Context: an optimization exercise on an open-source flow, tuned for small area. The choices shown serve that exercise and are no tape-out recipe. Function was checked by simulation only, so behaviour that the tests miss may differ from the original. Power figures rest on the tool's default switching activity, not on a simulated workload.

<file path="design/flow/config.mk">
export PLATFORM = sky130hd
export DESIGN_NAME = pipeTop
export DESIGN_NICKNAME = pipeTop
export VERILOG_FILES = /design/flow/design.v
export SDC_FILE = /design/flow/constraint.sdc
export NUM_CORES = 4
export LEC_CHECK = 0
export CAP_MARGIN = 20
export CORE_MARGIN = 2
export CORE_UTILIZATION = 40
export SLEW_MARGIN = 20
</file>
<file path="design/flow/design.v">
package pipePkg;
	localparam int DATA_W = 16;
	localparam int SI_W = 10;
	typedef logic [SI_W-1:0] sInstrT;
endpackage
`timescale 1ns/1ps
module apbHostPort
(
	input  logic        CLK,
	input  logic        PSEL,
	input  logic        PENABLE,
	input  logic        PWRITE,
	input  logic [11:0] PADDR,
	input  logic [31:0] PWDATA,
	input  logic [3:0]  ph,
	input  logic        running,
	input  logic        pcDone,
	input  logic [1:0]  rfBits,
	output logic [31:0] PRDATA,
	output logic        PREADY,
	output logic        PSLVERR,
	output logic        regWe,
	output logic [1:0]  regWdata,
	output logic        imemWe,
	output logic        runStart
);
	logic       inImem;
	logic       inReg;
	logic       isCtrl;
	logic       isPc;
	logic       imemHit;
	logic       rdy;
	logic       done;
	logic       turn;
	logic [2:0] bph;
	logic [7:0] rdq [2];
	logic [1:0] rdIn;
	assign bph = ph[2:0];
	assign inImem = PADDR[11:8] == 4'h0;
	assign inReg  = PADDR[11:6] == 6'b000100;
	assign isCtrl = PADDR[11:2] == 10'h080;
	assign isPc   = PADDR[11:2] == 10'h081;
	assign PSLVERR = ~(inImem | inReg | isCtrl | (isPc & ~PWRITE));
	assign imemHit = ph == {PADDR[2], PADDR[5:3]};
	always_comb
	begin
		if (PWRITE)
		begin
			if (inReg)
				rdy = (bph == 3'd7) & turn;
			else if (inImem)
				rdy = imemHit;
			else if (isCtrl)
				rdy = ph == 4'd15;
			else
				rdy = 1'b1;
		end
		else
			rdy = (bph == 3'd0) & turn;
	end
	assign PREADY = rdy;
	assign done   = PSEL & PENABLE & rdy;
	always_ff @(posedge CLK)
		turn <= PSEL & ~done & (turn | (bph == 3'd0));
	assign regWe    = PSEL & PWRITE & inReg;
	assign regWdata = PWDATA[2 * bph +: 2];
	assign imemWe   = done & PWRITE & inImem;
	assign runStart = done & PWRITE & isCtrl & PWDATA[0] & ~running;
	assign rdIn[0] = inReg ? rfBits[0]
		: (isCtrl & running & (bph == 3'd0)) | (isPc & pcDone & (bph == 3'd3));
	assign rdIn[1] = inReg & rfBits[1];
	for (genvar l = 0; l < 2; l++) begin : lane
		always_ff @(posedge CLK)
			rdq[l] <= {rdIn[l], rdq[l][7:1]};
		for (genvar k = 0; k < 8; k++) begin : bitk
			assign PRDATA[2 * k + l] = rdq[l][k];
		end
	end
	assign PRDATA[31:16] = '0;
endmodule
`timescale 1ns/1ps
module instrFetch
(
	input  logic                  CLK,
	input  logic [3:0]            wrGroupEn,
	input  pipePkg::sInstrT       wrData,
	input  logic [1:0]            rdGroup,
	output pipePkg::sInstrT       rdData
);
	logic [15:0] ring [4][pipePkg::SI_W];
	pipePkg::sInstrT tap [4];
	for (genvar g = 0; g < 4; g++) begin : grp
		for (genvar i = 0; i < pipePkg::SI_W; i++) begin : bitr
			assign tap[g][i] = ring[g][i][15];
			always_ff @(posedge CLK)
				ring[g][i] <= {ring[g][i][14:0], wrGroupEn[g] ? wrData[i] : ring[g][i][15]};
		end
	end
	assign rdData = tap[rdGroup];
endmodule
`timescale 1ns/1ps
module decodeRegFile
(
	input  logic       CLK,
	input  logic [3:0] rdIdx,
	input  logic       we,
	input  logic [3:0] wrIdx,
	input  logic [1:0] wrBits,
	output logic [1:0] rdBits
);
	logic [7:0] ring [16][2];
	logic [1:0] tap [16];
	for (genvar r = 0; r < 16; r++) begin : reg_r
		for (genvar l = 0; l < 2; l++) begin : lane
			assign tap[r][l] = ring[r][l][7];
			always_ff @(posedge CLK)
				ring[r][l] <= {ring[r][l][6:0], (we && wrIdx == 4'(r)) ? wrBits[l] : ring[r][l][7]};
		end
	end
	assign rdBits = tap[rdIdx];
endmodule
`timescale 1ns/1ps
module subtractStage
(
	input  logic [31:0]     word,
	output pipePkg::sInstrT sInstr
);
	logic any;
	assign any = word[31] | word[30] | word[29] | word[28];
	assign sInstr = {word[29] | word[28], word[30] | word[28], any ? word[7:4] : word[3:0], word[3:0]};
endmodule
`timescale 1ns/1ps
module addStage
(
	input  logic       CLK,
	input  logic [1:0] op,
	input  logic [2:0] bph,
	input  logic [1:0] x,
	output logic [1:0] sum
);
	logic c0, c1, ci, k0, k1, cq;
	assign c0 = (op == 2'd1) | ((op == 2'd2) & (bph == 3'd1)) | ((op == 2'd3) & (bph == 3'd0));
	assign c1 = (op == 2'd1) & (bph != 3'd0);
	assign ci = (bph != 3'd0) & cq;
	assign sum[0] = x[0] ^ c0 ^ ci;
	assign k0     = (x[0] & c0) | (x[0] & ci) | (c0 & ci);
	assign sum[1] = x[1] ^ c1 ^ k0;
	assign k1     = (x[1] & c1) | (x[1] & k0) | (c1 & k0);
	always_ff @(posedge CLK)
		cq <= k1;
endmodule
`timescale 1ns/1ps
module pipeTop
(
	input  logic        CLK,
	input  logic        RSTB,
	input  logic        PSEL,
	input  logic        PENABLE,
	input  logic        PWRITE,
	input  logic [11:0] PADDR,
	input  logic [31:0] PWDATA,
	output logic [31:0] PRDATA,
	output logic        PREADY,
	output logic        PSLVERR
);
	logic [3:0]      ph;
	logic [5:0]      slotHi;
	logic            running;
	logic            pcDone;
	logic            runStart;
	logic            runEnd;
	logic            execOn;
	logic            regWe;
	logic [1:0]      regWdata;
	logic            imemWe;
	logic [3:0]      imemGroupWe;
	pipePkg::sInstrT imemWdata;
	pipePkg::sInstrT tapInstr;
	pipePkg::sInstrT nextInstr;
	pipePkg::sInstrT nextInstrD;
	pipePkg::sInstrT curInstr;
	logic [1:0]      rfBits;
	logic [1:0]      sum;
	logic            rfWe;
	logic [3:0]      rfRdIdx;
	logic [3:0]      rfWrIdx;
	logic [1:0]      rfWbits;
	always_ff @(posedge CLK or negedge RSTB)
	begin
		if (!RSTB)
			ph <= '0;
		else
			ph <= ph + 4'd1;
	end
	always_ff @(posedge CLK)
	begin
		if (runStart)
			slotHi <= '0;
		else if (ph == 4'd15)
			slotHi <= slotHi + 6'd1;
	end
	assign runEnd = running & slotHi[5] & (ph == 4'd7);
	assign execOn = running & ((slotHi != 6'd0) | ph[3]);
	always_ff @(posedge CLK or negedge RSTB)
	begin
		if (!RSTB)
		begin
			running <= 1'b0;
			pcDone  <= 1'b0;
		end
		else
		begin
			if (runStart)
				running <= 1'b1;
			else if (runEnd)
				running <= 1'b0;
			if (runEnd)
				pcDone <= 1'b1;
		end
	end
	apbHostPort u_apbHostPort (
		.CLK, .PSEL, .PENABLE, .PWRITE, .PADDR, .PWDATA,
		.ph, .running, .pcDone, .rfBits,
		.PRDATA, .PREADY, .PSLVERR,
		.regWe, .regWdata, .imemWe, .runStart
	);
	subtractStage u_subtractStage (.word(PWDATA), .sInstr(imemWdata));
	for (genvar g = 0; g < 4; g++) begin : gwe
		assign imemGroupWe[g] = imemWe & (PADDR[7:6] == 2'(g));
	end
	instrFetch u_instrFetch (
		.CLK, .wrGroupEn(imemGroupWe), .wrData(imemWdata),
		.rdGroup(slotHi[4:3]), .rdData(tapInstr)
	);
	assign nextInstrD = (ph[2:0] == slotHi[2:0]) ? tapInstr : nextInstr;
	always_ff @(posedge CLK)
	begin
		nextInstr <= nextInstrD;
		if (ph[2:0] == 3'd7)
			curInstr <= nextInstrD;
	end
	addStage u_addStage (
		.CLK, .op(curInstr[9:8]), .bph(ph[2:0]), .x(rfBits), .sum
	);
	assign rfRdIdx = running ? curInstr[3:0] : PADDR[5:2];
	assign rfWrIdx = running ? curInstr[7:4] : PADDR[5:2];
	assign rfWe    = running ? execOn : regWe;
	assign rfWbits = running ? sum : regWdata;
	decodeRegFile u_decodeRegFile (
		.CLK, .rdIdx(rfRdIdx), .we(rfWe), .wrIdx(rfWrIdx), .wrBits(rfWbits), .rdBits(rfBits)
	);
endmodule
</file>
<file path="design/flow/constraint.sdc">
create_clock -name core_clock -period 5.0 [get_ports {CLK}]
set_input_delay 1.0000 -clock core_clock [delete_from_list [all_inputs] [get_ports {CLK}]]
set_output_delay 1.0000 -clock core_clock [all_outputs]
set_load 0.01 [all_outputs]
</file>
<file path="design/flow/run.sh">
#!/bin/bash
# synth_recipe.tcl (not shown) runs the flow's synth.tcl, then flattens the netlist and writes it again
# the make line also repeats each setting of config.mk as NAME=value (left out here)
make -C /OpenROAD-flow-scripts/flow DESIGN_CONFIG=/design/flow/config.mk WORK_HOME=/design/flow/orfs CLKGATE_MAP_FILE= SYNTH_SCRIPT=/design/flow/synth_recipe.tcl finish
</file>
==> flow_summary_export.csv, run 1 <==
group,metric,value,unit
outcome,status,"timing/DRC/antenna clean",
finish,fin_area,26400,um2
hold_path,hold_class,"reg -> reg",
die,design.core.area,54900,um2
setup_path,path_max_fanout,11,
die,die_w,239,um
placed_design,port_buffers,52,
finish,ff_latch_area,19100,um2
clocking,cts_buffer_depth,3,
global_routing,grt_max_degree,30,
sta,drv_slew,0,
global_routing,grt_usage,12.1,%
drt,finalWirelength,33.5,mm
logic_synthesis,synthTopCellsByArea,"dfxtp_1 84%, mux2_2 2.2%, mux4_2 1.4%",
global_routing,grt_pass1_wl,52.6,mm
die,io_pins,83,
power,peakVddDrop,0.390,mV
sta,setup_violations,0,
die,rows,86,
sta,relSlewSlack,37.5,%
clocking,cts-root-buf,"clkbuf_16",
finish,drive_gt1_share,15.5,%
drt,ant_nets,0,
sta,finalHoldViolCount,0,
drt,dr_total_vias,9386,
clocking,cts_buffers,85,
logic_synthesis,synth-main-ff-cell,"dfxtp_1",
logic_synthesis,yosysTopAreaCell,"dfxtp_1",
die,start_util,40.3,%
global_routing,grt_antenna_before_repair,1,
global_routing,grt_pass1_vias,9485,
finish,nNetsFinal,1532,
drt,drc,0,
flow_run,maxCapViolations,0,
placed_design,placed_area,23400,um2
setup_path,cp.arrival,3.59,ns
clocking,hold_buffers,0,
sta,rsz0062_at_grt,"false",
global_routing,grt-ovfl-total,0,
setup_path,critical_path_buf_inv_count,1,
setup_path,end_kind,"output pin",
logic_synthesis,syn_area,22100,um2
clocking,cts_tree,"built",
clocking,clk_pin_slew,0.07,ns
sta,clock_skew,0.0154,ns
logic_synthesis,yosysWarnings,10,
finish,multi_input_area,2780,um2
logic_synthesis,synth_edf_count,10,
setup_path,critPathKind,"reg -> out",
setup_path,path_cells,"ha_1, ha_1, nand2_1, a211oi_2, nand2_1, o21ai_0, clkdlybuf4s50_1",
clocking,clock_latency,0.62,ns
finish,areaGrowthSynthToFinish,19.4,%
setup_path,critPathRequiredTime,4.00,ns
power,p_leak,10.6,nW
drt,post_drt_wl_per_cell,14.9,um
die,die_y,239,um
logic_synthesis,seq_area_frac_synth,86.2,%
sta,setup_tns,0,ns
logic_synthesis,synth_area_per_cell,16.5,um2
finish,antenna_cells,0,
setup_path,slowest_delay,0.73,ns
drt,first_pass_iters,4,
setup_path,critical_path.top_delay_family,"adder cells",
power,power_density,542,nW/um2
sta,min_period,4.59,ns
logic_synthesis,synth_top_cell_area_share,84.1,%
clocking,postCtsSetupBuffers,0,
sta,clock.fmax,218,MHz
clocking,cts_htree_levels,3,
drt,drt_first_iter_violations,416,
setup_path,start_kind,"register",
finish,nFillCells,4631,
die,dieArea,57200,um2
placed_design,place.gp.congestion,0.797,
logic_synthesis,ys_types,69,
sta,tightest_slew,0.931,ns
logic_synthesis,postSynth.asyncResetShare,0.634,%
clocking,cts_resized,0,
sta,finalCritPeriodShare,91.9,%
clocking,cts_num_sinks,946,
drt,via_per_inst,4.18,
logic_synthesis,synth_cells,1345,
logic_synthesis,synth_seq_cells,946,
setup_path,slowest_stage,"dfrtp_1",
placed_design,place_hpwl,20.7,mm
-- state kept, by name (all words and copies together) (netlist names) --
signal,flops
pcDone,1
u_instrFetch.ring,640
u_apbHostPort.rdq,16
nextInstr,10
u_decodeRegFile.ring,256
u_addStage.cq,1
curInstr,10
running,1
ph,4
slotHi,6
u_apbHostPort.turn,1
-- final timing paths --
kind | start | end | slack [ns] | cells past startpoint
max reg2reg | running | u_decodeRegFile.ring[23][0] | 0.83 | 12
max in group asynchronous | RSTB | ph[0] | 4.11 | 1
max | ph[1] | PREADY | 0.41 | 7
min in group asynchronous | RSTB | ph[2] | 0.65 | 1
min reg2reg | u_decodeRegFile.ring[2][4] | u_decodeRegFile.ring[2][5] | 0.31 | 0
min | u_decodeRegFile.ring[2][4] | u_decodeRegFile.ring[2][5] | 0.31 | 0
-- per-stage QoR --
stage / setup WS [ns] / utilization (%) / std cells / hold WS, ns / total power, mW
floorplan: 0.973 / - / 1360 / 0.310 / 7.81
CTS: 0.325 / 48.1 / 2247 / 0.311 / 14.5
global route: 0.130 / 48.1 / 2247 / 0.318 / 14.8
finish: 0.407 / 48.1 / 2247 / 0.312 / 14.3
detailed placement: 0.253 / 42.7 / 2091 / 0.312 / 7.87
global placement: 0.173 / 42.7 / 2091 / 0.310 / 7.86
-- cell usage in the layout, fill, tap and decap left out, drive strengths merged, types with 5 or more instances in the layout --
cell	n
o21ai	41
buf	17
edfxtp	10
conb	16
nor3b	5
nor2	21
nand2	56
clkbuf	114
nor3	8
clkinvlp	7
xnor2	8
a31oi	10
dfxtp	930
clkinv	23
mux4	14
mux2	62
and3	7
mux2i	12
inv	22
ha	7
nor2b	5
clkdlybuf4s50	52
bufinv	8
nand3	12
a211oi	5
dfrtp	6
xor2	5
-- power breakdown --
group	switching [mW]	total, mW	internal (mW)
logic	0.0667	0.121	0.0543
registers	0.00696	7.58	7.57
clock network	2.71	6.63	3.92
total	2.78	14.3	11.5
-- cell usage after synthesis (4+ instances only) --
| cell | count |
|---|---|
| dfxtp_1 | 930 |
| nand2_1 | 56 |
| mux2_2 | 44 |
| o21ai_0 | 41 |
| inv_1 | 18 |
| mux2_1 | 18 |
| buf_4 | 17 |
| nor2_1 | 17 |
| mux4_2 | 14 |
| clkbuf_1 | 12 |
| mux2i_1 | 12 |
| nand3_1 | 11 |
| a31oi_1 | 10 |
| edfxtp_1 | 10 |
| xnor2_1 | 8 |
| buf_2 | 7 |
| ha_1 | 7 |
| nor3_1 | 7 |
| and3_1 | 6 |
| dfrtp_1 | 6 |
| nor2b_1 | 5 |
| xor2_1 | 5 |
| a211oi_1 | 4 |
| a21oi_1 | 4 |
| a22oi_1 | 4 |
| nor2_4 | 4 |
| nor3b_1 | 4 |
| nor4_1 | 4 |
-- cell type report --
type / count / share of cell area, %
Clock buffer: 114 / 9.32
Clock inverter: 42 / 1.94
Inverter: 18 / 0.256
Multi-Input combinational cell: 354 / 10.5
Sequential cell: 946 / 72.2
Tap cell: 704 / 3.33
Timing Repair Buffer: 69 / 2.45
-- per-layer routing --
layer / vias up / global-route usage, % / part of all wire (%)
li1: 4644 / - / -
met1: 4496 / 16.5 / 49
met2: 164 / 18.2 / 44
met3: 80 / 3.48 / 4.6
met4: 2 / 4.91 / 3.0
met5: - / 0 / 0.054
-- kinds of logic (layout without fill, tap and decap cells) --
| logic type | after synthesis | count (layout) | synth area share [%] |
|---|---|---|---|
| flip-flops | 946 | 946 | 86.2 |
| AND/OR/NAND/NOR | 144 | 144 | 3.59 |
| multiplexers | 88 | 88 | 5.12 |
| AO/OA/AOI/OAI | 84 | 84 | 2.49 |
| buffers and inverters | 60 | 243 | 1.51 |
| XOR/XNOR | 13 | 13 | 0.515 |
| adder cells (fa/ha/maj) | 9 | 9 | 0.577 |
| other | 1 | 16 | 0.0169 |
==> run 2, diff against run 1 <==
--- a/design/flow/design.v
+++ b/design/flow/design.v
@@ -13,5 +13,5 @@
 	input  logic [11:0] PADDR,
 	input  logic [31:0] PWDATA,
-	input  logic [3:0]  ph,
+	input  logic [5:0]  ph,
 	input  logic        running,
 	input  logic        pcDone,
@@ -42,5 +42,5 @@
 	assign isPc   = PADDR[11:2] == 10'h081;
 	assign PSLVERR = ~(inImem | inReg | isCtrl | (isPc & ~PWRITE));
-	assign imemHit = ph == {PADDR[2], PADDR[5:3]};
+	assign imemHit = ph[3:0] == {PADDR[2], PADDR[7:5]};
 	always_comb
 	begin
@@ -51,6 +51,4 @@
 			else if (inImem)
 				rdy = imemHit;
-			else if (isCtrl)
-				rdy = ph == 4'd15;
 			else
 				rdy = 1'b1;
@@ -83,19 +81,17 @@
 (
 	input  logic                  CLK,
-	input  logic [3:0]            wrGroupEn,
+	input  logic [3:0]            wrPointEn,
 	input  pipePkg::sInstrT       wrData,
-	input  logic [1:0]            rdGroup,
 	output pipePkg::sInstrT       rdData
 );
-	logic [15:0] ring [4][pipePkg::SI_W];
-	pipePkg::sInstrT tap [4];
-	for (genvar g = 0; g < 4; g++) begin : grp
-		for (genvar i = 0; i < pipePkg::SI_W; i++) begin : bitr
-			assign tap[g][i] = ring[g][i][15];
+	logic [63:0] ring [pipePkg::SI_W];
+	for (genvar i = 0; i < pipePkg::SI_W; i++) begin : bitr
+		assign rdData[i] = ring[i][63];
+		for (genvar k = 0; k < 4; k++) begin : quarter
 			always_ff @(posedge CLK)
-				ring[g][i] <= {ring[g][i][14:0], wrGroupEn[g] ? wrData[i] : ring[g][i][15]};
-		end
-	end
-	assign rdData = tap[rdGroup];
+				ring[i][16 * k +: 16] <= {ring[i][16 * k +: 15],
+					wrPointEn[k] ? wrData[i] : ring[i][(16 * k + 63) % 64]};
+		end
+	end
 endmodule
 `timescale 1ns/1ps
@@ -164,6 +160,7 @@
 	output logic        PSLVERR
 );
-	logic [3:0]      ph;
-	logic [5:0]      slotHi;
+	logic [5:0]      ph;
+	logic [3:0]      slotHi;
+	logic [1:0]      wrPoint;
 	logic            running;
 	logic            pcDone;
@@ -174,5 +171,5 @@
 	logic [1:0]      regWdata;
 	logic            imemWe;
-	logic [3:0]      imemGroupWe;
+	logic [3:0]      imemPointWe;
 	pipePkg::sInstrT imemWdata;
 	pipePkg::sInstrT tapInstr;
@@ -191,15 +188,15 @@
 			ph <= '0;
 		else
-			ph <= ph + 4'd1;
+			ph <= ph + 6'd1;
 	end
 	always_ff @(posedge CLK)
 	begin
 		if (runStart)
-			slotHi <= '0;
-		else if (ph == 4'd15)
-			slotHi <= slotHi + 6'd1;
-	end
-	assign runEnd = running & slotHi[5] & (ph == 4'd7);
-	assign execOn = running & ((slotHi != 6'd0) | ph[3]);
+			slotHi <= 4'd15;
+		else if (ph == 6'd63)
+			slotHi <= slotHi + 4'd1;
+	end
+	assign runEnd = running & slotHi[3] & ~slotHi[0] & (ph == 6'd7);
+	assign execOn = running & (slotHi != 4'd15) & ((slotHi != 4'd0) | (ph[5:3] != 3'd0));
 	always_ff @(posedge CLK or negedge RSTB)
 	begin
@@ -226,10 +223,10 @@
 	);
 	subtractStage u_subtractStage (.word(PWDATA), .sInstr(imemWdata));
-	for (genvar g = 0; g < 4; g++) begin : gwe
-		assign imemGroupWe[g] = imemWe & (PADDR[7:6] == 2'(g));
+	assign wrPoint = ph[5:4] - PADDR[4:3];
+	for (genvar k = 0; k < 4; k++) begin : pwe
+		assign imemPointWe[k] = imemWe & (wrPoint == 2'(k));
 	end
 	instrFetch u_instrFetch (
-		.CLK, .wrGroupEn(imemGroupWe), .wrData(imemWdata),
-		.rdGroup(slotHi[4:3]), .rdData(tapInstr)
+		.CLK, .wrPointEn(imemPointWe), .wrData(imemWdata), .rdData(tapInstr)
 	);
 	assign nextInstrD = (ph[2:0] == slotHi[2:0]) ? tapInstr : nextInstr;
--- a/design/flow/config.mk
+++ b/design/flow/config.mk
@@ -9,3 +9,6 @@
 export CORE_MARGIN = 2
 export CORE_UTILIZATION = 40
+export CTS_BUF_LIST = sky130_fd_sc_hd__clkbuf_16
+export CTS_CLUSTER_DIAMETER = 80
+export CTS_CLUSTER_SIZE = 30
 export SLEW_MARGIN = 20
==> run 2 against run 1 <==
Total power fell by 22%. Worst setup slack better by 0.097 ns. Clock skew up 0.0094 ns. First-iteration DRC count rose by 6.0%. Via count fell by 7.1%. Sequential power hardly changed. Routed wire length shrank 5.4%. Non-clock buffer count shrank 4. Clock power shrank 47%. Largest cell class unchanged. Critical path depth down 1. Register-to-register slack lost 0.11 ns.
==> flow_summary_export.csv, run 2 <==
group,metric,value,unit
logic_synthesis,synth_edf_count,10,
clocking,clk_pin_slew,0.10,ns
die,rows,86,
global_routing,grt_pass1_wl,49.8,mm
logic_synthesis,synth_area_per_cell,17.1,um2
die,die_y,239,um
clocking,cts_htree_levels,2,
logic_synthesis,synth_common_cells,"928 x dfxtp_1, 46 x mux2_2, 40 x mux2_4",
finish,largest_registers,"u_instrFetch.ring: 640 flops, u_decodeRegFile.ring: 256 flops, u_apbHostPort.rdq: 16 flops",
flow_run,maxCapViolations,0,
drt,first_pass_iters,4,
hold_path,hold_class,"reg -> reg",
placed_design,place.gp.congestion,0.809,
setup_path,critical_path.top_delay_family,"adder cells",
die,die_w,239,um
drt,ant_nets,0,
drt,finalWirelength,31.7,mm
outcome,status,"timing/DRC/antenna clean",
setup_path,critPathKind,"reg -> out",
sta,setup_tns,0,ns
sta,relSlewSlack,31.8,%
logic_synthesis,synthTopCellsByArea,"dfxtp_1 84%, mux2_4 2.7%, mux2_2 2.3%",
logic_synthesis,ys_types,72,
setup_path,path_cells,"ha_1, ha_1, nand2_1, a41oi_1, a32o_2, clkdlybuf4s50_1",
drt,via_per_inst,4.16,
setup_path,path_max_fanout,11,
clocking,cts-root-buf,"clkbuf_16",
logic_synthesis,synth-main-ff-cell,"dfxtp_1",
clocking,cts_num_sinks,946,
finish,drive_gt1_share,12.1,%
logic_synthesis,synth_most_common_cell,"dfxtp_1",
finish,regMostFlops,"u_instrFetch.ring",
sta,setup_slack,0.504,ns
global_routing,grt_usage,11.5,%
setup_path,critPathRequiredTime,4.00,ns
die,io_pins,83,
sta,drv_slew,0,
logic_synthesis,postSynth.asyncResetShare,0.846,%
die,start_util,40.3,%
finish,fin_area,24500,um2
die,dieArea,57200,um2
sta,clock.fmax,222,MHz
setup_path,critical_path_buf_inv_count,1,
finish,largest_reg_flops,640,
placed_design,placed_area,23400,um2
power,p_sw,2.15,mW
clocking,cts_resized,0,
logic_synthesis,synth_seq_cells,946,
power,p_leak,9.77,nW
clocking,clock_latency,0.60,ns
finish,areaGrowthSynthToFinish,10.7,%
placed_design,place_hpwl,20.2,mm
clocking,cts_buffers,38,
placed_design,port_buffers,52,
drt,drc,0,
sta,tightest_slew,1.02,ns
clocking,hold_buffers,0,
setup_path,worst_path_most_repeated_cell,"ha_1",
global_routing,grt_antenna_before_repair,1,
die,design.core.area,54900,um2
finish,layout_commonest_cell,"dfxtp_1",
power,power_density,456,nW/um2
logic_synthesis,synth_top_cell_area_share,84.0,%
clocking,postCtsSetupBuffers,0,
global_routing,grt_max_degree,32,
setup_path,start_kind,"register",
clocking,cts_buffer_depth,3,
logic_synthesis,syn_area,22100,um2
sta,finalCritPeriodShare,89.9,%
logic_synthesis,synth_cells,1295,
sta,min_period,4.50,ns
power,peakVddDrop,0.328,mV
power,swShare,19.2,%
sta,finalHoldViolCount,0,
sta,rsz0062_at_grt,"false",
setup_path,cp.arrival,3.50,ns
global_routing,grt_pass1_vias,8657,
power,intPower,9.01,mW
logic_synthesis,yosysWarnings,9,
finish,antenna_cells,0,
logic_synthesis,yosysTopAreaCell,"dfxtp_1",
drt,drt_first_iter_violations,441,
setup_path,slowest_delay,0.74,ns
global_routing,grt-ovfl-total,0,
power,pwr-share-clk,31.5,%
setup_path,slowest_stage,"dfrtp_1",
power,seq_power_share,67.7,%
drt,dr_total_vias,8717,
drt,post_drt_wl_per_cell,15.1,um
setup_path,end_kind,"output pin",
logic_synthesis,seq_area_frac_synth,86.3,%
sta,clock_skew,0.0247,ns
power,comb_power_share,0.8,%
finish,mostFrequentLayoutCells,"928 x dfxtp_1, 52 x clkdlybuf4s50_1, 46 x mux2_2",
finish,nNetsFinal,1442,
clocking,cts_tree,"built",
placed_design,place_ws,0.134,ns
sta,setup_violations,0,
[run 2: worst paths after layout]
kind	startpoint	to	slack, ns	cells past startpoint
max in group asynchronous	RSTB	ph[3]	4.03	1
min in group asynchronous	RSTB	ph[1]	0.69	1
worst min register to register	u_decodeRegFile.ring[20][5]	u_decodeRegFile.ring[20][6]	0.32	0
worst min-delay path	u_decodeRegFile.ring[20][5]	u_decodeRegFile.ring[20][6]	0.32	0
worst max-delay path	ph[1]	PREADY	0.50	6
worst max register to register	running	u_decodeRegFile.ring[13][0]	0.72	12
[run 2: per-layer routing]
metal,wire (um),global-route usage (%),vias to the layer above
met5,10,0,-
met1,16400,16.6,4186
met4,675,3.11,2
met3,1250,2.86,55
met2,13300,17.2,122
li1,-,-,4352
[run 2: layout make-up]
cell class / instances / area [um2]
Tap cell: 704 / 881
Clock buffer: 38 / 951
Inverter: 16 / 60.1
Multi-Input combinational cell: 316 / 2790
Fill cell: 4827 / 30400
Clock inverter: 11 / 106
Timing Repair Buffer: 65 / 618
Sequential cell: 946 / 19100
[run 2: kinds of logic after synthesis]
logic type	synth area share, %
multiplexers	5.71
buffers and inverters	1.34
XOR/XNOR	0.736
AO/OA/AOI/OAI	2.13
adder cells (fa/ha/maj)	0.634
other	0.0170
flip-flops	86.3
AND/OR/NAND/NOR	3.12
[run 2: stage by stage]
stage                     hold WS [ns]  power (mW)  instances  util (%)
after floorplan                  0.310        7.77       1310         -
after global placement           0.310        7.82       2047      42.7
final                            0.323        11.2       2096      44.6
after CTS                        0.324        11.3       2096      44.6
after global routing             0.330        11.6       2096      44.6
after detailed placement         0.312        7.82       2047      42.7
[run 2: power by group through the flow]
stage	Combinational (mW)	Clock [mW]	Sequential (mW)
floorplan	0.0423	0	7.73
finish	0.0864	3.52	7.56
global route	0.0923	3.94	7.56
global placement	0.0866	0	7.73
CTS	0.0875	3.66	7.56
detailed placement	0.0870	0	7.73
==> run 3, diff against run 2 <==
==> design/flow/config.mk (replaced) <==
export PLATFORM = sky130hd
export DESIGN_NAME = pipeTop
export DESIGN_NICKNAME = pipeTop
export VERILOG_FILES = /design/flow/design.v
export SDC_FILE = /design/flow/constraint.sdc
export NUM_CORES = 4
export LEC_CHECK = 0
export ABC_AREA = 1
export CAP_MARGIN = 20
export CORE_MARGIN = 2
export CORE_UTILIZATION = 40
export CTS_BUF_LIST = sky130_fd_sc_hd__clkbuf_8
export CTS_CLUSTER_DIAMETER = 60
export CTS_CLUSTER_SIZE = 20
export SLEW_MARGIN = 20
==> run 3 against run 2 <==
Still clean. Sequential power about the same. Worst setup slack gained 0.17 ns. Critical path depth increased by 3. Sequential share of layout area is 1.7 points higher. Synthesized cell count is 15% higher. Clock power shrank 9.1%. Total power is 2.7% lower. Count of clock-buffer cells in the layout rose by 18. Die area shrank 1.6%. Routed wire length down 0.37%. Sequential cell count did not move. Fmax grew 3.9%. Largest power group unchanged.
==> flow_summary_export.csv, run 3 <==
group,metric,value,unit
finish,areaGrowthSynthToFinish,10.1,%
logic_synthesis,synth_edf_count,10,
setup_path,start_kind,"register",
logic_synthesis,synth_area_per_cell,14.6,um2
logic_synthesis,syn_area,21700,um2
global_routing,grt_pass1_vias,9252,
clocking,cts_num_sinks,946,
logic_synthesis,synth_most_common_cell,"dfxtp_1",
die,design.core.area,53800,um2
setup_path,path_max_fanout,16,
finish,mostFrequentLayoutCells,"928 x dfxtp_1, 201 x nand2_1, 56 x clkbuf_8",
finish,regMostFlops,"u_instrFetch.ring",
logic_synthesis,ys_types,32,
finish,largest_registers,"u_instrFetch.ring: 640 flops, u_decodeRegFile.ring: 256 flops, u_apbHostPort.rdq: 16 flops",
logic_synthesis,synth_cells,1493,
sta,setup_violations,0,
setup_path,rr_worst_depth,17,
clocking,hold_buffers,0,
sta,drv_slew,0,
die,rows,85,
global_routing,grt_usage,11.4,%
clocking,clk_pin_slew,0.11,ns
sta,setup_tns,0,ns
sta,finalHoldViolCount,0,
drt,ant_nets,0,
sta,setup_slack,0.673,ns
drt,via_per_inst,4.16,
setup_path,regToRegSetupSlack,1.19,ns
logic_synthesis,synth_top_cell_area_share,85.4,%
setup_path,cp.arrival,3.33,ns
die,die_w,237,um
power,peakVddDrop,0.288,mV
finish,drive_gt1_share,5.99,%
sta,relSlewSlack,50.9,%
drt,finalWirelength,31.6,mm
drt,dr_total_vias,9558,
finish,fin_cells,2300,
global_routing,grt_antenna_before_repair,0,
finish,nFillCells,4846,
drt,first_pass_iters,4,
placed_design,place.gp.congestion,0.881,
power,p_leak,9.77,nW
sta,tightest_slew,0.734,ns
hold_path,hold_end,"u_instrFetch.ring[3][30]",
finish,largest_reg_flops,640,
clocking,clock_latency,0.68,ns
setup_path,cp.depth,9,
sta,min_period,4.33,ns
setup_path,end_kind,"output pin",
logic_synthesis,synth-main-ff-cell,"dfxtp_1",
die,die_y,237,um
global_routing,grt_max_degree,33,
flow_run,maxCapViolations,0,
clocking,cts_buffers,55,
global_routing,grt_pass1_wl,49.7,mm
logic_synthesis,synth_seq_cells,946,
power,power_density,453,nW/um2
placed_design,place_ws,0.615,ns
die,dieArea,56200,um2
clocking,cts_tree,"built",
setup_path,slowest_delay,0.78,ns
setup_path,critical_path_buf_inv_count,2,
clocking,cts_resized,0,
setup_path,critPathKind,"reg -> out",
setup_path,timing.rr.start,"running",
die,io_pins,83,
finish,layout_commonest_cell,"dfxtp_1",
hold_path,hold_class,"reg -> reg",
placed_design,dpl.cell_count,2230,
logic_synthesis,postSynth.asyncResetShare,0.846,%
drt,post_drt_wl_per_cell,13.7,um
clocking,cts-root-buf,"clkbuf_8",
clocking,postCtsSetupBuffers,0,
logic_synthesis,seq_area_frac_synth,87.7,%
global_routing,grt-ovfl-total,0,
sta,clock.fmax,231,MHz
logic_synthesis,synthTopCellsByArea,"dfxtp_1 85%, nand2_1 3.5%, edfxtp_1 1.4%",
setup_path,regToRegEndpoint,"u_decodeRegFile.ring[7][0]",
logic_synthesis,yosysTopAreaCell,"dfxtp_1",
hold_path,hp-start,"u_instrFetch.ring[3][29]",
setup_path,slowest_stage,"dfrtp_1",
sta,rsz0062_at_grt,"false",
drt,drt_first_iter_violations,550,
hold_path,whs_path_depth,0,
die,start_util,40.4,%
clocking,cts_buffer_depth,3,
setup_path,critPathRequiredTime,4.00,ns
power,p_total,10.9,mW
setup_path,path_cells,"ha_1, ha_1, nand2_1, inv_1, nor2_1, nor2_1, nand2_1, nand2_2, clkdlybuf4s50_1",
setup_path,critical_path.top_delay_family,"adder cells",
sta,clock_skew,0.0514,ns
clocking,cts_htree_levels,2,
logic_synthesis,synth_common_cells,"928 x dfxtp_1, 201 x nand2_1, 55 x nand3_1",
placed_design,port_buffers,52,
logic_synthesis,yosysWarnings,9,
placed_design,place_hpwl,20.7,mm
sta,finalCritPeriodShare,86.5,%
finish,nNetsFinal,1650,
drt,drc,0,
outcome,status,"timing/DRC/antenna clean",
[run 3: cell types whose count changed after synthesis, sizes merged, moves of 6 or more]
cell / previous run / this run
o21ai: 18 / 88
mux2: 86 / 11
and3b: 6 / 0
and3: 8 / 0
nand2: 23 / 202
nor2: 28 / 53
inv: 16 / 54
nor3b: 7 / 0
nand3: 12 / 55
[run 3: how the worst max path moves through the flow]
stage               slack (ns)                           to  startpoint
floorplan                 1.39  u_decodeRegFile.ring[11][0]    PADDR[5]
global placement          0.71  u_decodeRegFile.ring[13][0]    PADDR[5]
detailed placement        0.61   u_decodeRegFile.ring[1][0]    PADDR[5]
CTS                       0.63                       PREADY       ph[0]
global route              0.46                       PREADY       ph[0]
finish                    0.67                       PREADY       ph[0]
[run 3: per-layer routing]
metal / part of all wire, % / up-vias / track usage [%]
li1: - / 4821 / -
met1: 53 / 4499 / 17.1
met2: 39 / 185 / 16.0
met3: 5.8 / 53 / 2.80
met4: 2.1 / 0 / 3.77
met5: 0 / - / 0
[run 3: power by group]
group / internal, mW / switching [mW]
clock network: 1.10 / 2.10
registers: 7.56 / 0.00429
logic: 0.0340 / 0.0534
total: 8.70 / 2.16
[run 3: stage by stage]
step | utilization, % | cell area [um2] | hold slack, ns
after floorplan | - | 21800 | 0.310
after global placement | 42.8 | 23000 | 0.310
after CTS | 44.5 | 23900 | 0.284
after global routing | 44.5 | 23900 | 0.279
final | 44.5 | 23900 | 0.289
after detailed placement | 42.8 | 23000 | 0.312
[run 3: area by class of cell]
cell class,instances,area [um2],area share [%]
sequential,946,19100,79.7
multi-input combinational,476,2320,9.71
tap,696,871,3.64
clock buffer,56,771,3.22
timing repair buffer,58,566,2.36
inverter,54,203,0.846
clock inverter,13,133,0.554
antenna,1,2.50,0.0104
[run 3: cells by family (layout without fill, tap and decap cells)]
group / Yosys count / count (layout) / synth area share (%)
muxes: 11 / 11 / 0.570
xor gates and xnor gates: 10 / 10 / 0.403
adders and majority gates: 10 / 10 / 0.644
other: 1 / 17 / 0.0172
and+or+nand+nor: 327 / 327 / 6.33
AOI/OAI and AO/OA: 102 / 102 / 2.47
buffers and inverters: 86 / 181 / 1.84
DFF: 946 / 946 / 87.7
==> run 4, diff against run 3 <==
==> design/flow/flow/run.sh (new file) <==
#!/bin/bash
set -euo pipefail
export CTS_ARGS="-sink_clustering_enable -repair_clock_nets -dont_use_dummy_load -buf_list sky130_fd_sc_hd__clkbuf_8 -sink_clustering_size 20 -sink_clustering_max_diameter 60"
export BUFFER_PORTS_ARGS="-buffer_cell sky130_fd_sc_hd__buf_1"
bash standard.sh > standard_flow.log 2>&1
==> design/flow/standard.sh (new file) <==
#!/bin/bash
# synth_recipe.tcl (not shown) runs the flow's synth.tcl, then flattens the netlist and writes it again
# the make line also repeats each setting of config.mk as NAME=value (left out here)
make -C /OpenROAD-flow-scripts/flow DESIGN_CONFIG=/design/flow/config.mk WORK_HOME=/design/flow/orfs CLKGATE_MAP_FILE= SYNTH_SCRIPT=/design/flow/synth_recipe.tcl "${@:-finish}"
removed: design/flow/run.sh
==> run 4 against run 3 <==
Still clean. Fmax up 11%. Core utilization down 0.95 points. First-iteration DRC count up 0.18%. Routed wire length down 1.0%. Worst setup slack better by 0.42 ns. Non-clock buffer count down 3. Count of clock-buffer cells in the layout down 2. Cell area down 2.1%. Register-to-register slack better by 0.04 ns. Synthesized cell count unchanged. Global-route usage down 0.20 points. Critical path depth unchanged. Critical endpoint unchanged. Largest cell class unchanged. Largest power group unchanged.
==> flow_summary_export.csv, run 4 <==
group,metric,value,unit
clocking,cts_buffers,54,
sta,finalHoldViolCount,0,
clocking,clock_latency,0.69,ns
global_routing,grt_pass1_wl,48.4,mm
logic_synthesis,synth_seq_cells,946,
drt,dr_total_vias,9455,
finish,layout_commonest_cell,"dfxtp_1",
global_routing,grt_antenna_before_repair,1,
drt,drc,0,
drt,first_pass_iters,5,
logic_synthesis,synth_most_common_cell,"dfxtp_1",
finish,nNetsFinal,1646,
sta,rsz0062_at_grt,"false",
global_routing,grt_usage,11.2,%
clocking,hold_buffers,0,
logic_synthesis,yosysWarnings,9,
die,start_util,40.4,%
drt,finalWirelength,31.3,mm
finish,regMostFlops,"u_instrFetch.ring",
logic_synthesis,seq_area_frac_synth,87.7,%
logic_synthesis,synth_cells,1493,
die,die_y,237,um
sta,relSlewSlack,52.0,%
drt,ant_nets,0,
finish,largest_registers,"u_instrFetch.ring: 640 flops, u_decodeRegFile.ring: 256 flops, u_apbHostPort.rdq: 16 flops",
placed_design,place_hpwl,20.3,mm
sta,setup_slack,1.09,ns
clocking,clk_pin_slew,0.11,ns
finish,mostFrequentLayoutCells,"928 x dfxtp_1, 201 x nand2_1, 55 x nand3_1",
finish,antenna_cells,0,
sta,tightest_slew,0.721,ns
sta,clock_skew,0.117,ns
placed_design,place.gp.congestion,0.853,
clocking,cts_htree_levels,2,
global_routing,grt_max_degree,25,
power,p_leak,9.53,nW
clocking,cts_buffer_depth,3,
placed_design,place_ws,1.03,ns
clocking,postCtsSetupBuffers,0,
logic_synthesis,synth-simple-area-share,6.33,%
logic_synthesis,synth_top_cell_area_share,85.4,%
setup_path,critPathRequiredTime,4.00,ns
clocking,cts_num_sinks,946,
drt,drt_first_iter_violations,551,
logic_synthesis,postSynth.asyncResetShare,0.846,%
finish,areaGrowthSynthToFinish,7.77,%
clocking,cts_tree,"built",
logic_synthesis,synth-main-ff-cell,"dfxtp_1",
finish,largest_reg_flops,640,
logic_synthesis,synthMuxAreaShare,0.570,%
die,design.core.area,53800,um2
logic_synthesis,ys_types,32,
global_routing,grt-ovfl-total,0,
global_routing,grt_pass1_vias,9013,
power,peakVddDrop,0.326,mV
die,io_pins,83,
sta,setup_violations,0,
drt,via_per_inst,4.15,
die,rows,85,
die,dieArea,56200,um2
hold_path,hold_class,"reg -> reg",
sta,finalCritPeriodShare,78.2,%
sta,min_period,3.91,ns
logic_synthesis,synth_fa_ha_area_share,0.644,%
setup_path,cp.arrival,2.91,ns
finish,nFillCells,4891,
sta,drv_slew,0,
logic_synthesis,syn_area,21700,um2
logic_synthesis,synth_common_cells,"928 x dfxtp_1, 201 x nand2_1, 55 x nand3_1",
setup_path,path_max_fanout,16,
die,die_w,237,um
clocking,cts_resized,0,
setup_path,critPathKind,"reg -> out",
sta,setup_tns,0,ns
sta,clock.fmax,256,MHz
flow_run,maxCapViolations,0,
finish,drive_gt1_share,5.24,%
logic_synthesis,synthXorXnorAreaFrac,0.403,%
drt,post_drt_wl_per_cell,13.7,um
logic_synthesis,synth_area_per_cell,14.6,um2
setup_path,start_kind,"register",
placed_design,port_buffers,52,
clocking,cts-root-buf,"clkbuf_8",
outcome,status,"timing/DRC/antenna clean",
power,power_density,452,nW/um2
logic_synthesis,synth-compound-area-share,2.47,%
logic_synthesis,synth_top_family_by_area,"simple AND/OR/NAND/NOR gates",
logic_synthesis,synth_edf_count,10,
logic_synthesis,yosysTopAreaCell,"dfxtp_1",
setup_path,end_kind,"output pin",
logic_synthesis,synthTopCellsByArea,"dfxtp_1 85%, nand2_1 3.5%, edfxtp_1 1.4%",
run 4: cell count changes in the layout (fill, tap and decap cells not counted):
cell,change
buf_1,+52
clkinv_4,-2
buf_4,-3
bufinv_16,-1
inv_6,-2
clkdlybuf4s50_1,-52
inv_12,-2
clkbuf_8,-2
inv_1,-5
clkinv_8,-1
diode_2,-1
run 4: area by class of cell:
type	instances	area, um2	share of cell area, %
inverter	54	203	0.865
tap	696	871	3.72
sequential	946	19100	81.4
clock buffer	54	743	3.17
timing repair buffer	55	218	0.929
multi-input combinational	476	2320	9.92
run 4: worst max-delay path, stage by stage, from the launching register on:
cell,delay (ns)
dfrtp_1,0.77
ha_1,0.30
ha_1,0.54
nand2_1,0.10
inv_1,0.07
nor2_1,0.05
nor2_1,0.10
nand2_1,0.07
nand2_2,0.11
buf_1,0.20
run 4: path summary, 6_finish.rpt:
| check | cells past startpoint | end | startpoint | slack, ns |
|---|---|---|---|---|
| max | 9 | PREADY | ph[0] | 1.09 |
| min | 0 | u_instrFetch.ring[2][47] | u_instrFetch.ring[2][46] | 0.23 |
| max reg2reg | 17 | u_decodeRegFile.ring[23][0] | running | 1.23 |
| min reg2reg | 0 | u_instrFetch.ring[2][47] | u_instrFetch.ring[2][46] | 0.23 |
| max in group asynchronous | 1 | ph[5] | RSTB | 4.36 |
| min in group asynchronous | 1 | ph[0] | RSTB | 0.30 |
run 4: kinds of logic (layout without fill, tap and decap cells):
family          after synthesis  in the layout
mux                          11             11
buf+inv                      86            163
xor+xnor                     10             10
other cells                   1             16
fa+ha+maj                    10             10
compound gates              102            102
flops                       946            946
simple gates                327            327
run 4: per-stage QoR:
step	util, %	instances	hold slack, ns	area, um2	power, mW
2_1_floorplan	-	1508	0.310	21800	7.78
3_3_place_gp	42.2	2227	0.310	22700	7.80
4_1_cts	43.6	2281	0.227	23400	10.7
6_report	43.6	2281	0.232	23400	10.6
5_1_grt	43.6	2281	0.221	23400	11.0
3_5_place_dp	42.2	2227	0.312	22700	7.80
run 4: power by group:
group | total [mW] | leakage (nW) | internal, mW | switching (mW)
registers | 7.56 | 7.64 | 7.56 | 0.00418
logic | 0.0674 | 1.51 | 0.0143 | 0.0530
clock network | 2.96 | 0.388 | 0.972 | 1.99
run 4: layer usage:
layer  part of all wire, %  up-vias  track usage [%]
met5                     0        -                0
met1                    54     4401             17.3
met3                   5.2       62             2.51
met4                   2.6        0             4.19
met2                    39      196             15.2
li1                      -     4796                -
==> run 5, diff against run 4 <==
==> design/flow/flow/run.sh (replaced) <==
#!/bin/bash
set -euo pipefail
export CTS_ARGS="-sink_clustering_enable -repair_clock_nets -dont_use_dummy_load -buf_list sky130_fd_sc_hd__clkbuf_8 -sink_clustering_size 22 -sink_clustering_max_diameter 50"
export BUFFER_PORTS_ARGS="-buffer_cell sky130_fd_sc_hd__buf_1"
bash standard.sh > standard_flow.log 2>&1
--- a/design/flow/config.mk
+++ b/design/flow/config.mk
@@ -9,7 +9,5 @@
 export CAP_MARGIN = 20
 export CORE_MARGIN = 2
-export CORE_UTILIZATION = 40
-export CTS_BUF_LIST = sky130_fd_sc_hd__clkbuf_8
-export CTS_CLUSTER_DIAMETER = 60
-export CTS_CLUSTER_SIZE = 20
+export CORE_UTILIZATION = 65
+export PLACE_DENSITY = 0.75
 export SLEW_MARGIN = 20
==> run 5 against run 4 <==
Sequential share of layout area grew 1.3 points. Non-clock buffer count is the same. Die area is 38% lower. Largest cell class unchanged. Worst setup slack gained 0.11 ns. Critical endpoint is now u_decodeRegFile.ring[1][0]. Cell area fell by 1.5%. Clock skew down 0.057 ns. Sequential cell count unchanged. Register-to-register slack got worse by 0.03 ns. Still clean on timing, DRC and antenna. Core utilization rose by 27 points. Synthesized cell count is the same.
==> flow_summary_export.csv, run 5 <==
group,metric,value,unit
finish,nFillCells,2178,
logic_synthesis,synth_area_per_cell,14.6,um2
placed_design,place_hpwl,20.4,mm
setup_path,rr_worst_depth,17,
drt,via_per_inst,4.68,
hold_path,whs_path_depth,0,
logic_synthesis,synth-main-ff-cell,"dfxtp_1",
logic_synthesis,synthMuxAreaShare,0.570,%
placed_design,place.gp.congestion,0.856,
drt,first_pass_iters,6,
finish,largest_reg_flops,640,
setup_path,start_kind,"register",
drt,post_drt_wl_per_cell,15.2,um
power,peakVddDrop,0.325,mV
setup_path,path_max_fanout,18,
sta,rsz0062_at_grt,"false",
logic_synthesis,synth_common_cells,"928 x dfxtp_1, 201 x nand2_1, 55 x nand3_1",
logic_synthesis,ys_types,32,
drt,drt_first_iter_violations,582,
drt,finalWirelength,30.7,mm
clocking,cts_buffers,51,
logic_synthesis,synth-compound-area-share,2.47,%
logic_synthesis,yosysWarnings,9,
finish,areaGrowthSynthToFinish,6.12,%
logic_synthesis,yosysTopAreaCell,"dfxtp_1",
sta,clock_skew,0.0604,ns
setup_path,cp.arrival,4.22,ns
setup_path,end_kind,"register",
logic_synthesis,synth_fa_ha_area_share,0.644,%
logic_synthesis,synthXorXnorAreaFrac,0.403,%
clocking,postCtsSetupBuffers,0,
logic_synthesis,synth_most_common_cell,"dfxtp_1",
sta,min_period,3.80,ns
setup_path,critPathRequiredTime,5.42,ns
placed_design,port_buffers,52,
logic_synthesis,postSynth.asyncResetShare,0.846,%
clocking,hold_buffers,0,
finish,antenna_cells,0,
die,rows,66,
die,io_pins,83,
sta,finalCritPeriodShare,75.9,%
logic_synthesis,synth_edf_count,10,
hold_path,hold_class,"reg -> reg",
sta,clock.fmax,263,MHz
finish,final_util,70.6,%
power,power_density,454,nW/um2
drt,drc,0,
clocking,clock_latency,0.61,ns
die,design.core.area,32700,um2
outcome,status,"timing/DRC/antenna clean",
finish,layout_commonest_cell,"dfxtp_1",
global_routing,grt_pass1_vias,9158,
clocking,cts_resized,0,
die,start_util,66.5,%
global_routing,grt_antenna_before_repair,0,
logic_synthesis,synth_top_family_by_area,"simple AND/OR/NAND/NOR gates",
finish,mostFrequentLayoutCells,"928 x dfxtp_1, 201 x nand2_1, 55 x nand3_1",
setup_path,critPathKind,"reg -> reg",
logic_synthesis,synthTopCellsByArea,"dfxtp_1 85%, nand2_1 3.5%, edfxtp_1 1.4%",
sta,relSlewSlack,48.5,%
clocking,cts_tree,"built",
global_routing,grt_usage,17.8,%
logic_synthesis,synth_cells,1493,
finish,nNetsFinal,1643,
clocking,clk_pin_slew,0.11,ns
logic_synthesis,synth_seq_cells,946,
drt,dr_total_vias,9464,
finish,largest_registers,"u_instrFetch.ring: 640 flops, u_decodeRegFile.ring: 256 flops, u_apbHostPort.rdq: 16 flops",
sta,tightest_slew,0.772,ns
clocking,cts_num_sinks,946,
finish,regMostFlops,"u_instrFetch.ring",
sta,finalHoldViolCount,0,
sta,setup_tns,0,ns
clocking,cts-root-buf,"clkbuf_8",
logic_synthesis,seq_area_frac_synth,87.7,%
die,die_y,187,um
sta,drv_slew,0,
flow_run,maxCapViolations,0,
logic_synthesis,syn_area,21700,um2
clocking,cts_htree_levels,2,
drt,ant_nets,0,
global_routing,grt_pass1_wl,48.4,mm
sta,setup_violations,0,
clocking,cts_buffer_depth,3,
finish,drive_gt1_share,5.06,%
die,dieArea,34900,um2
power,p_leak,9.51,nW
logic_synthesis,synth_top_cell_area_share,85.4,%
global_routing,grt-ovfl-total,0,
die,die_w,187,um
logic_synthesis,synth-simple-area-share,6.33,%
global_routing,grt_max_degree,28,
[run 5: cell counts after synthesis]
No cell type changed its count.
[run 5: stage by stage]
step / hold slack (ns) / power, mW / instance area [um2] / instances / setup slack, ns
after floorplan: 0.310 / 7.78 / 21800 / 1508 / 1.39
after global placement: 0.310 / 7.80 / 22400 / 1973 / 1.01
after detailed placement: 0.312 / 7.80 / 22400 / 1973 / 0.928
after CTS: 0.276 / 10.6 / 23100 / 2024 / 1.20
after global routing: 0.276 / 10.9 / 23100 / 2024 / 0.823
final: 0.279 / 10.5 / 23100 / 2024 / 1.20
[run 5: final cells by class]
class,count,area (um2),area share (%)
Inverter,54,203,0.878
Sequential cell,946,19100,82.7
Tap cell,442,553,2.40
Multi-Input combinational cell,476,2320,10.1
Timing Repair Buffer,55,218,0.943
Clock buffer,51,702,3.04
[run 5: final timing paths]
check	endpoint	startpoint	slack [ns]
setup / recovery	u_decodeRegFile.ring[1][0]	running	1.20
hold / removal	u_decodeRegFile.ring[31][2]	u_decodeRegFile.ring[31][1]	0.28
setup reg to reg	u_decodeRegFile.ring[1][0]	running	1.20
hold reg to reg	u_decodeRegFile.ring[31][2]	u_decodeRegFile.ring[31][1]	0.28
max in group asynchronous	pcDone	RSTB	4.26
min in group asynchronous	ph[0]	RSTB	0.35
[run 5: power by group]
part / internal [mW] / leakage (nW) / switching [mW] / total (mW)
logic: 0.0143 / 1.51 / 0.0490 / 0.0634
registers: 7.56 / 7.64 / 0.00443 / 7.57
clock network: 0.925 / 0.367 / 1.93 / 2.86
total: 8.50 / 9.51 / 1.99 / 10.5
[run 5: critical path: stages, from the launching register on]
cell and delay, ns:
dfrtp_1 0.74, inv_2 0.21, nand2_1 0.11, nand2_1 0.11
nor2_1 0.44, nand2_1 0.21, nand2_1 0.11, nor2_1 0.05
nand2_1 0.05, inv_1 0.03, nand2_1 0.10, nand2_1 0.09
fa_1 0.42, inv_1 0.07, fa_1 0.39, o21ai_0 0.16
buf_4 0.25, o21ai_0 0.13
[run 5: routing by layer]
layer	GRT usage [%]	share of wire, %	vias up
met2	26.8	43	209
met1	26.8	50	4418
met5	0	0	-
met4	4.98	2.0	0
li1	-	-	4789
met3	3.23	5.0	48
[run 5: cell families after synthesis]
kind of cell / Yosys count
AOI/OAI and AO/OA: 102
xor gates and xnor gates: 10
and+or+nand+nor: 327
muxes: 11
DFF: 946
other: 1
buffers and inverters: 86
adders and majority gates: 10
==> run 6, diff against run 5 <==
==> design/flow/flow/run.sh (replaced) <==
#!/bin/bash
set -euo pipefail
export CTS_ARGS="-sink_clustering_enable -repair_clock_nets -dont_use_dummy_load -buf_list sky130_fd_sc_hd__clkbuf_4 -sink_clustering_size 12 -sink_clustering_max_diameter 40"
export BUFFER_PORTS_ARGS="-buffer_cell sky130_fd_sc_hd__buf_1"
bash standard.sh > standard_flow.log 2>&1
--- a/design/flow/config.mk
+++ b/design/flow/config.mk
@@ -9,5 +9,4 @@
 export CAP_MARGIN = 20
 export CORE_MARGIN = 2
-export CORE_UTILIZATION = 65
-export PLACE_DENSITY = 0.75
+export CORE_UTILIZATION = 40
 export SLEW_MARGIN = 20
==> run 6 against run 5 <==
Cell area grew 1.4%. Global-route usage fell by 6.4 points. Die area increased by 61%. Critical endpoint is now PREADY.
==> flow_summary_export.csv, run 6 <==
group,metric,value,unit
global_routing,grt_usage,11.4,%
finish,fin_area,23400,um2
drt,via_per_inst,4.19,
die,io_pins,83,
clocking,cts_htree_levels,3,
setup_path,end_kind,"output pin",
outcome,status,"timing/DRC/antenna clean",
drt,dr_total_vias,9726,
finish,mostFrequentLayoutCells,"928 x dfxtp_1, 201 x nand2_1, 95 x clkbuf_4",
drt,finalWirelength,31.6,mm
logic_synthesis,synth_edf_count,10,
drt,post_drt_wl_per_cell,13.6,um
logic_synthesis,synth_most_common_cell,"dfxtp_1",
die,rows,85,
power,p_leak,9.58,nW
finish,regMostFlops,"u_instrFetch.ring",
setup_path,regToRegSetupSlack,1.20,ns
drt,drt_first_iter_violations,506,
placed_design,place_ws,1.03,ns
sta,finalCritPeriodShare,82.0,%
placed_design,placed_area,22700,um2
flow_run,maxCapViolations,0,
power,p_total,10.5,mW
finish,drive_gt1_share,7.63,%
die,dieArea,56200,um2
sta,setup_violations,0,
setup_path,slowest_delay,0.79,ns
logic_synthesis,synth_seq_cells,946,
placed_design,dpl.cell_count,2227,
die,start_util,40.4,%
drt,first_pass_iters,5,
die,die_y,237,um
logic_synthesis,synth_top_cell_area_share,85.4,%
logic_synthesis,synth-main-ff-cell,"dfxtp_1",
finish,fin_cells,2323,
logic_synthesis,seq_area_frac_synth,87.7,%
finish,areaGrowthSynthToFinish,7.65,%
logic_synthesis,postSynth.asyncResetShare,0.846,%
sta,min_period,4.10,ns
clocking,clock_latency,0.84,ns
drt,ant_nets,0,
clocking,postCtsSetupBuffers,0,
clocking,clk_pin_slew,0.11,ns
logic_synthesis,synth_cells,1493,
setup_path,regToRegEndpoint,"u_decodeRegFile.ring[29][0]",
clocking,hold_buffers,0,
setup_path,timing.rr.start,"running",
hold_path,hold_class,"in -> async",
clocking,cts_buffer_depth,3,
clocking,cts_buffers,95,
global_routing,grt_pass1_wl,49.2,mm
clocking,cts_resized,0,
placed_design,place.gp.congestion,0.853,
global_routing,grt-ovfl-total,0,
sta,tightest_slew,0.711,ns
global_routing,grt_pass1_vias,9387,
finish,largest_reg_flops,640,
clocking,cts-root-buf,"clkbuf_4",
logic_synthesis,ys_types,32,
sta,clock.fmax,244,MHz
logic_synthesis,synth_area_per_cell,14.6,um2
clocking,cts_num_sinks,946,
logic_synthesis,synthTopCellsByArea,"dfxtp_1 85%, nand2_1 3.5%, edfxtp_1 1.4%",
finish,largest_registers,"u_instrFetch.ring: 640 flops, u_decodeRegFile.ring: 256 flops, u_apbHostPort.rdq: 16 flops",
sta,drv_slew,0,
die,die_w,237,um
drt,drc,0,
logic_synthesis,synth_common_cells,"928 x dfxtp_1, 201 x nand2_1, 55 x nand3_1",
sta,setup_slack,0.899,ns
global_routing,grt_max_degree,25,
setup_path,start_kind,"register",
sta,finalHoldViolCount,0,
logic_synthesis,yosysTopAreaCell,"dfxtp_1",
power,peakVddDrop,0.251,mV
placed_design,place_hpwl,20.3,mm
finish,layout_commonest_cell,"dfxtp_1",
logic_synthesis,syn_area,21700,um2
setup_path,critPathRequiredTime,4.00,ns
global_routing,grt_antenna_before_repair,2,
setup_path,cp.arrival,3.10,ns
setup_path,rr_worst_depth,17,
sta,rsz0062_at_grt,"false",
logic_synthesis,yosysWarnings,9,
sta,setup_tns,0,ns
setup_path,path_max_fanout,16,
finish,nNetsFinal,1687,
clocking,cts_tree,"built",
sta,clock_skew,0.151,ns
setup_path,critPathKind,"reg -> out",
sta,relSlewSlack,52.6,%
die,design.core.area,53800,um2
setup_path,path_cells,"ha_1, ha_1, nand2_1, inv_1, nor2_1, nor2_1, nand2_1, nand2_2, buf_1",
placed_design,port_buffers,52,
power,power_density,450,nW/um2
setup_path,slowest_stage,"dfrtp_1",
==> run 6: worst max path at each step <==
stage / start / to / slack, ns / cells after the start
after floorplan: PADDR[5] / u_decodeRegFile.ring[11][0] / 1.39 / 17
after global placement: PADDR[5] / u_decodeRegFile.ring[27][0] / 1.04 / 18
after detailed placement: PADDR[5] / u_decodeRegFile.ring[17][0] / 1.03 / 18
after CTS: ph[0] / PREADY / 0.85 / 9
after global routing: ph[0] / PREADY / 0.61 / 9
final: ph[0] / PREADY / 0.90 / 9
==> run 6: area by class of cell <==
type,instances,area (um2)
multi-input cells,476,2320
well taps,696,871
inverters,54,203
clock buffers,95,713
repair buffers,55,218
fillers,4916,30400
diodes,1,2.50
flip-flops and latches,946,19100
==> run 6: where the power goes <==
| group | total, mW | internal, mW | switching [mW] |
|---|---|---|---|
| clock network | 2.89 | 0.875 | 2.02 |
| logic | 0.0675 | 0.0143 | 0.0532 |
| registers | 7.56 | 7.56 | 0.00419 |
| total | 10.5 | 8.45 | 2.08 |
==> run 6: critical path, delay by kind of cell, from the launching register on <==
| kind | cells | cell delay (ns) |
|---|---|---|
| buffers and inverters | 2 | 0.27 |
| DFF | 1 | 0.79 |
| and+or+nand+nor | 5 | 0.44 |
| adders and majority gates | 2 | 0.85 |
==> run 6: cell families after synthesis <==
logic type               share of synthesized area (%)
AO/OA/AOI/OAI                                     2.47
AND/OR/NAND/NOR                                   6.33
flip-flops                                        87.7
XOR/XNOR                                         0.403
adder cells (fa/ha/maj)                          0.644
buffers and inverters                             1.84
other                                           0.0172
multiplexers                                     0.570
==> run 6: metrics by stage <==
step	utilization (%)	hold WS, ns
2_1_floorplan	-	0.310
3_5_place_dp	42.2	0.312
3_3_place_gp	42.2	0.310
6_report	43.5	0.148
5_1_grt	43.5	0.0989
4_1_cts	43.5	0.0759
==> run 6: routing by layer <==
metal | vias to the layer above | wire length [um] | global-route usage (%)
met5 | - | 0 | 0
met4 | 0 | 893 | 4.96
met3 | 74 | 1860 | 3.26
met2 | 232 | 12200 | 15.3
met1 | 4494 | 16700 | 17.1
li1 | 4926 | - | -

## separate check: timing with driven ports
Ports are ideal in the flow. The routed layouts listed here were re-timed in OpenROAD. Step 1: set_driving_cell puts a clkbuf_16 on CLK and a buf_2 on each other input, an assumption about the parent block. Step 2 adds t to the input delays and takes it off the output delays; t is the mean of the earliest and latest rising clock arrival at the registers after step 1. Input paths then give back, and output paths get back, about the clock's delay inside the block. Slacks: ideal / step 1 / step 2; pairs: ideal / step 1.
run | t (ns) | setup slack, ns | worst setup path after step 2 | slew at the worst register clock pin (ns) | pins driven straight from the clock port
run 1 | 0.665 | 0.407 / 0.352 / 0.206 | input to register | 0.07 / 0.07 | 1
run 2 | 0.635 | 0.504 / 0.451 / 0.115 | input to register | 0.11 / 0.11 | 1
run 3 | 0.704 | 0.673 / 0.627 / 0.489 | input to register | 0.11 / 0.11 | 1
run 4 | 0.683 | 1.092 / 1.044 / 0.952 | input to register | 0.11 / 0.11 | 1
run 5 | 0.621 | 1.204 / 1.204 / 0.903 | input to register | 0.12 / 0.12 | 1
run 6 | 0.819 | 0.899 / 0.851 / 0.918 | input to register | 0.12 / 0.12 | 1
After both steps every run listed still meets setup and hold. For run 2, which loses most, drivers alone change the setup slack by -0.053 ns; drivers and shift together by -0.389 ns.
